This is an optimization exercise on Yosys and OpenROAD, whose aim is small area, a short achievable clock period and few clock cycles per item, not a production implementation.
Power and IR drop assume default switching activity.

## job 101
## rgb565_to_bmp24_stream_writer
module rgb565_to_bmp24_stream_writer (
  input  logic        clk_i,
  input  logic        rst_ni,
  input  logic        pix_valid_i,
  output logic        pix_ready_o,
  input  logic [15:0] pix_rgb565_i,
  output logic        out_valid_o,
  input  logic        out_ready_i,
  output logic [7:0]  out_byte_o,
  output logic        out_last_of_run_o,
  output logic        out_end_of_image_o,
  input  logic        cfg_we_i,
  input  logic [0:0]  cfg_idx_i,
  input  logic [12:0] cfg_data_i
);
  function automatic logic [7:0] scale5(logic [4:0] v);
    logic [2:0] u;
    if (v >= 5'd31)      u = 3'd7;
    else if (v >= 5'd27) u = 3'd6;
    else if (v >= 5'd23) u = 3'd5;
    else if (v >= 5'd18) u = 3'd4;
    else if (v >= 5'd14) u = 3'd3;
    else if (v >= 5'd9)  u = 3'd2;
    else if (v >= 5'd5)  u = 3'd1;
    else                 u = 3'd0;
    scale5 = {v, u};
  endfunction
  function automatic logic [7:0] scale6(logic [5:0] v);
    logic [1:0] t;
    if (v == 6'd63)      t = 2'd3;
    else if (v >= 6'd42) t = 2'd2;
    else if (v >= 6'd21) t = 2'd1;
    else                 t = 2'd0;
    scale6 = {v, t};
  endfunction
  function automatic logic [11:0] clamp_dim(logic [12:0] d);
    clamp_dim[11:1] = d[12] ? 11'd0 : d[11:1];
    clamp_dim[0]    = ~d[12] & (d[0] | (d[11:1] == 11'd0));
  endfunction
  logic [11:0] w_q, h_q;
  always_ff @(posedge clk_i or negedge rst_ni) begin
    if (!rst_ni) begin
      w_q <= 12'd320;
      h_q <= 12'd240;
    end else if (cfg_we_i) begin
      if (cfg_idx_i[0]) h_q <= clamp_dim(cfg_data_i);
      else              w_q <= clamp_dim(cfg_data_i);
    end
  end
  wire [12:0] w_full = {w_q == 12'd0, w_q};
  wire [12:0] h_full = {h_q == 12'd0, h_q};
  logic        nf_q;         
  logic        pb_empty_q;   
  logic        pnew_q;       
  logic        ph_q;         
  logic        rr_v_q;       
  logic [1:0]  pad_q;        
  logic        hdr_q;        
  logic [5:0]  hidx_q;       
  ...
Settings: LEC_CHECK=0, ABC_CLOCK_PERIOD_IN_PS=2500, CAP_MARGIN=20, CORE_MARGIN=2, CORE_UTILIZATION=40, SETUP_SLACK_MARGIN=5, SLEW_MARGIN=20; clock period 9.0 ns.
standard.sh (not shown) runs the stock make flow with config.mk's settings and CLKGATE_MAP_FILE= SYNTH_SCRIPT=/design/flow/synth_recipe.tcl, a recipe that flattens the netlist after the stock synthesis.
==> flow/flow/run.sh <==
#!/bin/bash
# The standard layout, with plain buffers (buf_1) on the ports instead of the default port
# buffer cell; the resizer still sizes them up where timing needs it.
set -euo pipefail
bash standard.sh "BUFFER_PORTS_ARGS=-buffer_cell sky130_fd_sc_hd__buf_1" finish > standard_make.log 2>&1
Job 101 reached the end of the flow, and the finished layout is clean on the timing, design-rule and antenna checks.
diff inputs: job 101 => job 102
==> flow/flow/run.sh <==
#!/bin/bash
# The standard layout, with plain buffers (buf_1) on the ports instead of the default port
# buffer cell (the resizer still sizes them up where timing needs it), and timing repair
# aiming for 6.0 ns of setup slack.
set -euo pipefail
bash standard.sh "BUFFER_PORTS_ARGS=-buffer_cell sky130_fd_sc_hd__buf_1" SETUP_SLACK_MARGIN=6.0 finish > standard_make.log 2>&1
diff --git a/flow/config.mk b/flow/config.mk
--- a/flow/config.mk
+++ b/flow/config.mk
@@ -10,4 +10,3 @@
 export CORE_MARGIN = 2
 export CORE_UTILIZATION = 40
-export SETUP_SLACK_MARGIN = 5
 export SLEW_MARGIN = 20
### Flow results
Job 102 has completed all stages; timing, DRC and antenna checks passed. The number of cells on the critical path reported for job 102 is greater than that of job 101 by 3. Power: job 102 draws more than job 101. Cell count: job 102 higher than job 101. Compared job 102 vs job 101, and final cycle utilization of the critical path is down in job 102. Count of buffers not belonging to the clock network in the layout, job 101 and job 102: higher on job 102. The run showing the greater total track usage is job 102.
The inputs of job 103 differ from those of job 102 as listed below.
==> flow/run.sh (new file) <==
#!/bin/bash
# synth_recipe.tcl (not shown) runs the flow's synth.tcl, then flattens the netlist and writes it again
# the make line also repeats each setting of config.mk as NAME=value (left out here)
make -C /OpenROAD-flow-scripts/flow DESIGN_CONFIG=/design/flow/config.mk WORK_HOME=/design/flow/orfs CLKGATE_MAP_FILE= SYNTH_SCRIPT=/design/flow/synth_recipe.tcl finish
diff --git a/flow/config.mk b/flow/config.mk
--- a/flow/config.mk
+++ b/flow/config.mk
@@ -10,3 +10,4 @@
 export CORE_MARGIN = 2
 export CORE_UTILIZATION = 40
+export SETUP_SLACK_MARGIN = 5
 export SLEW_MARGIN = 20
removed: flow/flow/run.sh
removed: flow/standard.sh
### Flow results
The flow did not stop early for job 103: all stages ran, and the layout cleared the timing, design-rule and antenna checks.
Overall power delta (job 103 − job 102): favourable
Comparing job 102 and job 103, the lower clock network power share was measured on job 102.
Taking job 102 as 1.0, job 103 lands at 0.885 on number of buffers other than clock buffers in the final layout.
Going from job 102 to job 103, maximum frequency lost about 18%, share of the clock period used by the worst path now sits higher, detailed-route wire length fell by about 8%, final routed wire length divided by cell count lower.
Diff job 103..job 102 | clock skew after layout | negligible
No functional check of the RTL was part of any run of this note.

==> re-timing with driven ports <==
Ports are ideal in the flow. The routed layouts listed here were re-timed in OpenROAD.
Step 1, drivers: a clkbuf_16 drives clk_i and a buf_2 each remaining input, both assumed.
Step 2 moves the port delays by t, midway between the first and last clock arrival at a register: inputs arrive t later, outputs are due t later. That takes back most of the time a late clock gives input paths.
Slacks: no drivers / after step 1 / after step 2; pairs: no drivers / after step 1.
run	t (ns)	setup WS [ns]	worst slew at a driven data input, ns
job 101	0.407	5.302 / 5.312 / 4.904	0.05
job 102	0.400	5.878 / 5.886 / 5.486	0.05
job 103	0.400	5.190 / 5.203 / 4.803	0.05
After both steps setup and hold are still met in every run listed. The setup slack of job 101, which loses most, moves by +0.010 ns with the drivers and by -0.398 ns with both steps.
